This design comes from an exercise in tuning for small area on the open sky130 flow, not from production work.
The RTL of this run was laid out without a check of its function.
Power is estimated from default activity; no workload was simulated.

==> design.v <==
package y86_pkg;
    localparam logic [3:0] IHALT   = 4'h0;
    localparam logic [3:0] INOP    = 4'h1;
    localparam logic [3:0] IRRMOVQ = 4'h2;
    localparam logic [3:0] IIRMOVQ = 4'h3;
    localparam logic [3:0] IRMMOVQ = 4'h4;
    localparam logic [3:0] IMRMOVQ = 4'h5;
    localparam logic [3:0] IOPQ    = 4'h6;
    localparam logic [3:0] IJXX    = 4'h7;
    localparam logic [3:0] ICALL   = 4'h8;
    localparam logic [3:0] IRET    = 4'h9;
    localparam logic [3:0] IPUSHQ  = 4'hA;
    localparam logic [3:0] IPOPQ   = 4'hB;
    localparam logic [3:0] RNONE = 4'hF;
    localparam logic [3:0] RRSP  = 4'h4;
    typedef enum logic [2:0] {
        SAOK = 3'd1,
        SHLT = 3'd2,
        SADR = 3'd3,
        SINS = 3'd4
    } stat_t;
    typedef enum logic {
        S_RUN  = 1'b0,
        S_STOP = 1'b1
    } state_t;
endpackage
import y86_pkg::*;
module y86_rf_wbit
(
    input  logic i_sel_m,
    input  logic i_sel_e,
    input  logic i_hold,
    input  logic i_m,
    input  logic i_e,
    input  logic i_q,
    output logic o_d
);
    assign o_d = (i_sel_m & i_m) | (i_sel_e & i_e) | (i_hold & i_q);
endmodule
module y86_rf_rbit
(
    input  logic [14:0] i_sel,
    input  logic [14:0] i_d,
    output logic        o_q
);
    assign o_q = |(i_sel & i_d);
endmodule
module y86_regfile
(
    input  logic        clk,
    input  logic        rst,
    input  logic        i_we,
    input  logic [3:0]  i_dst_e,
    input  logic [3:0]  i_dst_m,
    input  logic [63:0] i_val_e,
    input  logic [63:0] i_val_m,
    input  logic [3:0]  i_src_a,
    input  logic [3:0]  i_src_b,
    output logic [63:0] o_val_a,
    output logic [63:0] o_val_b
);
    logic [63:0] r_regs [15];
    logic [63:0] w_next [15];
    logic [14:0] w_sel_m, w_sel_e, w_hold, w_rd_a, w_rd_b;
    generate
        for (genvar gi = 0; gi < 15; gi++) begin : g_reg
            assign w_sel_m[gi] = !rst && i_we && (i_dst_m == 4'(gi));
            assign w_sel_e[gi] = !rst && i_we && (i_dst_e == 4'(gi)) && (i_dst_m != 4'(gi));
            assign w_hold[gi]  = !rst && !(i_we && (i_dst_m == 4'(gi) || i_dst_e == 4'(gi)));
            assign w_rd_a[gi]  = (i_src_a == 4'(gi));
            assign w_rd_b[gi]  = (i_src_b == 4'(gi));
            for (genvar gb = 0; gb < 64; gb++) begin : g_bit
                y86_rf_wbit u_wbit (
                    .i_sel_m (w_sel_m[gi]),
                    .i_sel_e (w_sel_e[gi]),
                    .i_hold  (w_hold[gi]),
                    .i_m     (i_val_m[gb]),
                    .i_e     (i_val_e[gb]),
                    .i_q     (r_regs[gi][gb]),
                    .o_d     (w_next[gi][gb])
                );
            end
            always_ff @(posedge clk) r_regs[gi] <= w_next[gi];
        end
        for (genvar gb = 0; gb < 64; gb++) begin : g_rd
            logic [14:0] w_col;
            for (genvar gi = 0; gi < 15; gi++) begin : g_col
                assign w_col[gi] = r_regs[gi][gb];
            end
            y86_rf_rbit u_rd_a (.i_sel(w_rd_a), .i_d(w_col), .o_q(o_val_a[gb]));
            y86_rf_rbit u_rd_b (.i_sel(w_rd_b), .i_d(w_col), .o_q(o_val_b[gb]));
        end
    endgenerate
endmodule
import y86_pkg::*;
module writeback_pc_update
#(
    parameter logic [63:0] RESET_PC = 64'd0,
    parameter int          CNT_W    = 16
) (
    input  logic                 clk,
    input  logic                 rst,
    input  logic                 en,
    input  logic [3:0]           icode,
    input  logic                 cnd,
    input  logic                 instr_valid,
    input  logic                 imem_error,
    input  logic                 dmem_error,
    input  logic [3:0]           dstE,
    input  logic [3:0]           dstM,
    input  logic [63:0]          valE,
    input  logic [63:0]          valM,
    input  logic [63:0]          valC,
    input  logic [63:0]          valP,
    input  logic [3:0]           srcA,
    input  logic [3:0]           srcB,
    output logic [63:0]          valA,
    output logic [63:0]          valB,
    output logic [63:0]          pc,
    output logic [2:0]           stat,
    output logic                 halted,
    output logic [CNT_W-1:0]     cycle_count,
    output logic [CNT_W-1:0]     retire_count
);
    function automatic logic [2:0] classify(input logic imem_err, input logic dmem_err,
                                       input logic instr_valid, input logic [3:0] icode);
        if (imem_err || dmem_err)  classify = SADR;
        else if (!instr_valid)     classify = SINS;
        else if (icode == IHALT)   classify = SHLT;
        else                       classify = SAOK;
    endfunction
    logic             r_state;
    logic [2:0]       r_stat;
    logic [63:0]      r_pc;
    logic [CNT_W-1:0] r_cycle, r_retire;
    logic [2:0]       w_new_stat;
    logic             w_step, w_aok, w_we;
    logic             w_sel_c, w_sel_m, w_sel_p, w_sel_hold;
    assign w_new_stat = classify(imem_error, dmem_error, instr_valid, icode);
    assign w_step     = en && (r_state == S_RUN);
    assign w_aok      = (w_new_stat == SAOK);
    assign w_we       = w_step && w_aok;
    assign w_sel_c    = !rst && w_we && (icode == ICALL || (icode == IJXX && cnd));
    assign w_sel_m    = !rst && w_we && (icode == IRET);
    assign w_sel_p    = !rst && w_we && !(icode == ICALL || (icode == IJXX && cnd)) && (icode != IRET);
    assign w_sel_hold = !rst && !w_we;
    always_ff @(posedge clk) begin
        r_pc <= ({64{w_sel_c}} & valC) | ({64{w_sel_m}} & valM)
              | ({64{w_sel_p}} & valP) | ({64{w_sel_hold}} & r_pc);
        if (rst) begin
            r_state  <= S_RUN;
            r_stat   <= SAOK;
            r_cycle  <= '0;
            r_retire <= '0;
        end else if (w_step) begin
            if (r_cycle != '1)
                r_cycle <= r_cycle + 1'b1;
            if (w_aok) begin
                if (r_retire != '1)
                    r_retire <= r_retire + 1'b1;
            end else begin
                r_stat  <= w_new_stat;
                r_state <= S_STOP;
            end
        end
    end
    y86_regfile u_regfile (
        .clk     (clk),
        .rst     (rst),
        .i_we    (w_we),
        .i_dst_e (dstE),
        .i_dst_m (dstM),
        .i_val_e (valE),
        .i_val_m (valM),
        .i_src_a (srcA),
        .i_src_b (srcB),
        .o_val_a (valA),
        .o_val_b (valB)
    );
    assign pc           = r_pc;
    assign stat         = r_stat;
    assign halted       = (r_state == S_STOP);
    assign cycle_count  = r_cycle;
    assign retire_count = r_retire;
endmodule
==> run.sh <==
#!/bin/bash
# synth_recipe.tcl (not shown) runs the flow's synth.tcl, then flattens the netlist and writes it again
# the make line also repeats each setting of config.mk as NAME=value (left out here)
make -C /OpenROAD-flow-scripts/flow DESIGN_CONFIG=/design/flow/config.mk WORK_HOME=/design/flow/orfs CLKGATE_MAP_FILE= SYNTH_SCRIPT=/design/flow/synth_recipe.tcl finish
==> config.mk <==
export PLATFORM = sky130hd
export DESIGN_NAME = writeback_pc_update
export DESIGN_NICKNAME = writeback_pc_update
export VERILOG_FILES = /design/flow/design.v
export SDC_FILE = /design/flow/constraint.sdc
export NUM_CORES = 4
export LEC_CHECK = 0
export CAP_MARGIN = 40
export CORE_MARGIN = 2
export CORE_UTILIZATION = 30
export PLACE_DENSITY = 0.45
export SLEW_MARGIN = 30
export SYNTH_HIERARCHICAL = 1
==> constraint.sdc <==
create_clock -name core_clock -period 8.0 [get_ports {clk}]
set_input_delay 1.6000 -clock core_clock [delete_from_list [all_inputs] [get_ports {clk}]]
set_output_delay 1.6000 -clock core_clock [all_outputs]
set_load 0.01 [all_outputs]
==> summary.md <==
| Metric | Value |
|---|---|
| Buf/Inv on CP | `3` |
| Final hold viol count | `0` |
| Worst Min Path Start | `r_stat[1]$_SDFFE_PP0P_` |
| Mapped Nets | `5039` |
| Worst Setup EP | `valB[16]` |
| Post-synth EDFFs | `0` |
| Most frequent cells in the layout | `a222oi_1 (1088), dfxtp_1 (1060), inv_1 (966), a22oi_1 (577), clkdlybuf4s50_1 (507)` |
| Setup_tns | `0 ns` |
| Row count | `145` |
| Worst setup startpoint | `srcB[1]` |
| Internal power | `9.07 mW` |
| Switching Fraction | `26.3%` |
| Most Frequent Cell on Critical Path | `clkdlybuf4s50_1` |
| Cell variety after synth | `59` |
| Clk slew on worst S/H paths | `0.06 ns` |
| Post-CTS Setup Inserts | `0` |
| Initial antenna violation count | `10` |
| Fin crit share | `82.3%` |
| Syn. warnings | `11` |
| Total CTS buffers | `132` |
| CP max FO | `23` |
| Worst slew margin | `35.5%` |
| # clock sinks | `1060` |
| Vias/cell | `7.03` |
| Outcome | `no timing/DRC/antenna violations` |
| Largest family of logic cells by synthesized area | `compound AO/OA/AOI/OAI gates` |
| Die Y-Extent | `401 µm` |
| H-tree depth | `4` |
| Num ports | `511` |
| Synth Area in Simple Gates | `6.75%` |
| Pin count of the biggest net entering global routing | `74` |
| Dpl hpwl | `152000 µm` |
| Worst path required time | `6.40 ns` |
| Number of global-route vias before repair | `50436` |
| Pwr Density | `199 nW/µm²` |
| Power Total | `12.3 mW` |
| Synthesized area per cell | `9.92 µm²` |
| Maximum clock frequency | `0.152 GHz` |
| DR iter-0 viols | `14276` |
| Crit path max-delay cell type | `nor2_4` |
| Post-synthesis sequential area ratio | `45.0%` |
| Sequential Power Share | `43.3%` |
| CTS tree | `built` |
| Crit-path cells | `clkdlybuf4s50_1 > nand2b_1 > nor2_4 > buf_4 > a22o_1 > a221oi_1 > nand4_1 > clkdlybuf4s50_1` |
| PortBufs | `510` |
| Via count | `53901` |
| Peak supply drop | `0.217 mV` |
| Syn Inst Count | `4754` |
| Area Growth Syn to Fin | `30.8%` |
| Synth Area in Adders | `0.0530%` |
| Startpoint types | `primary input` |
| Seq cells post-synth | `1060` |
| Async S/R FF share, synth | `0%` |
| Worst r2r src | `r_state$_SDFFE_PP0P_` |
| Nets | `5796` |
| Max Cap Viol | `0` |
| Setup CP Type | `in2out` |
| Clock Power Share | `49.3%` |
| Complex-gate fraction of the synthesized area | `39.3%` |
| Multiplexer share of the synthesized area | `0.0424%` |
| Clock Root Buffer | `clkbuf_16` |
| Synth Cell Area | `47200 µm²` |
| Critical path arrival | `4.98 ns` |
| WL/cell | `36.7 µm` |
| Crit. End Element | `output port` |
| Layout cells sized above 1 | `8.47%` |
| Routed WL | `281000 µm` |
| Drt drc | `0` |
| Clk buf depth | `3` |
| Clock Latency Late Sink | `0.80 ns` |
| Reg2Reg Capture Point | `u_regfile.r_regs[9][28]$_DFF_P_` |
| Core area | `156000 µm²` |
| Leakage | `27.6 nW` |
| Final Critical Period | `6.58 ns` |
| RSZ-0062 raised after global routing | `no` |
| CP peak stage delay | `0.75 ns` |
| Worst Tran Pin Value | `0.968 ns` |
| R2r setup slk | `3.98 ns` |
| Initial cell density of the core | `30.2%` |
| Critical path depth | `8` |
| Final setup viols | `0` |
| Combinational share of power | `7.4%` |
| CP delay by family, top | `buffers and inverters` |
| Tot GR Track Use | `33.0%` |
| Die footprint | `160000 µm²` |
| Net load switching power | `3.23 mW` |
| First-pass iteration count of the detailed router | `12` |
| Max-slew violation count | `0` |
| Post-synthesis xor/xnor area fraction | `0.446%` |
| Post-CTS sizing | `0` |
| DRT antenna net count | `0` |
| Hold_buf cts | `0` |
| Total congestion overflow | `0` |
| Primary FF master, synth | `dfxtp_1` |
| First-pass GRT wire length | `388000 µm` |
| Hold/Removal Path Class | `reg2reg` |
| Worst reg2reg path depth | `11` |
| Routability Congestion | `0.821` |
| Chip Width | `401 µm` |
| Clk_skew | `0.0223 ns` |
| Most common cell after layout, fill and taps aside | `a222oi_1` |
synthesized netlist by cell type, types with 2 or more instances:
master | n | area (µm²)
a2111oi_2 | 4 | 60.1
a211oi_1 | 6 | 45.0
a21oi_1 | 91 | 455
a221oi_1 | 128 | 1120
a222oi_1 | 1088 | 10900
a22o_1 | 128 | 1120
a22oi_1 | 577 | 4330
and3_1 | 199 | 1240
and4_1 | 4 | 35.0
buf_1 | 3 | 11.3
buf_2 | 25 | 125
buf_6 | 8 | 90.1
clkbuf_1 | 27 | 101
dfxtp_1 | 1060 | 21200
ha_1 | 2 | 25.0
inv_1 | 966 | 3630
mux2i_1 | 2 | 20.0
nand2_1 | 17 | 63.8
nand2_2 | 3 | 18.8
nand2b_1 | 18 | 113
nand3_1 | 12 | 60.1
nand4_1 | 136 | 851
nor2_1 | 56 | 210
nor2b_1 | 2 | 12.5
nor3_1 | 29 | 145
nor3_2 | 15 | 150
nor3b_1 | 3 | 22.5
nor4_1 | 9 | 56.3
o21ai_0 | 53 | 265
o21ai_1 | 14 | 70.1
o22ai_1 | 8 | 50.1
o32ai_1 | 6 | 52.6
o41ai_1 | 2 | 17.5
or2_4 | 4 | 35.0
or3_1 | 2 | 12.5
or4_1 | 2 | 15.0
xnor2_1 | 18 | 158
xor2_1 | 6 | 52.6
area by class of cell:
class,instances,area [µm²]
fillers,15452,94500
diodes,3,7.51
clock buffers,196,3890
well taps,2058,2570
flip-flops and latches,1060,21200
multi-input cells,2663,22600
repair buffers,687,7390
clock inverters,35,389
inverters,967,3630
layer usage:
layer  up-vias  wire (µm)  GRT usage (%)  share of wire [%]
li1      21963          -              -                  -
met1     26840     115000           45.7                 41
met2      4336     119000           48.6                 42
met3       752      36300           8.34                 13
met4        10      11100           13.2                4.0
met5         -         49              0              0.017
Yosys stat by module (local to each module, per instance):
module,cells,copies in the design,flip-flops and latches
y86_regfile,1111,1,960
writeback_pc_update,571,1,100
y86_rf_rbit,9,128,0
y86_rf_wbit,2,960,0
power groups by stage:
stage	sequential [mW]	clock, mW	combinational (mW)
6_report	5.32	6.07	0.909
2_1_floorplan	5.44	0	0.190
5_1_grt	5.32	6.36	0.912
4_1_cts	5.32	6.15	0.863
3_5_place_dp	5.44	0	0.861
3_3_place_gp	5.44	0	0.847
registers in the layout, indices dropped and copies added (netlist names):
name / flops
r_stat: 3
r_cycle: 16
u_regfile.r_regs: 960
r_pc: 64
r_state: 1
r_retire: 16
worst min-delay path, delay by kind of cell, from the launching register on:
| kind | cells | cell delay [ns] |
|---|---|---|
| flops | 1 | 0.31 |
| buf+inv | 1 | 0.05 |
| compound gates | 1 | 0.05 |
worst min path at each step:
stage | to | cells past startpoint
2_1_floorplan | u_regfile.r_regs[5][0]$_DFF_P_ | 2
3_3_place_gp | r_stat[1]$_SDFFE_PP0P_ | 2
3_5_place_dp | r_stat[1]$_SDFFE_PP0P_ | 2
4_1_cts | r_stat[1]$_SDFFE_PP0P_ | 2
5_1_grt | r_stat[1]$_SDFFE_PP0P_ | 2
6_report | r_stat[1]$_SDFFE_PP0P_ | 2
metrics by stage:
stage | hold WS [ns] | worst slack (ns) | cell area (µm²) | std cells | utilization, %
floorplan | 0.468 | 0.00385 | 47200 | 4754 | -
global placement | 0.446 | 1.52 | 56800 | 7405 | 36.4
detailed placement | 0.457 | 1.47 | 57300 | 7427 | 36.7
CTS | 0.470 | 1.46 | 61500 | 7658 | 39.4
global route | 0.504 | 1.33 | 61700 | 7667 | 39.5
finish | 0.465 | 1.42 | 61700 | 7669 | 39.5
logic make-up after synthesis:
logic type | Yosys count
DFF | 1060
and+or+nand+nor | 524
adders and majority gates | 2
xor gates and xnor gates | 24
AOI/OAI and AO/OA | 2111
buffers and inverters | 1031
muxes | 2

[afterwards: timing with drivers on the ports]
The results above use ideal ports. As a check the final layout listed here was re-extracted and re-timed, cells and wires unchanged.
Step 1, drivers: a clkbuf_16 drives clk and a buf_2 each remaining input, both assumed.
Step 2 adds t to the input delays and takes it off the output delays; t is the mean of the earliest and latest rising clock arrival at the registers after step 1. Input paths then give back, and output paths get back, about the clock's delay inside the block.
Slacks: no drivers / after step 1 / after step 2; pairs: no drivers / after step 1.
shift t [ns]: 0.862
setup slack, ns: 1.415 / 1.386 / 1.386
worst hold slack (ns): 0.465 / 0.465 / 0.465
worst register clock-pin slew, ns: 0.07 / 0.07
worst data-port slew with drivers (ns): 0.16
After both steps setup and hold are still met in this run. For this run, drivers alone change the setup slack by -0.029 ns; drivers and shift together by -0.029 ns.
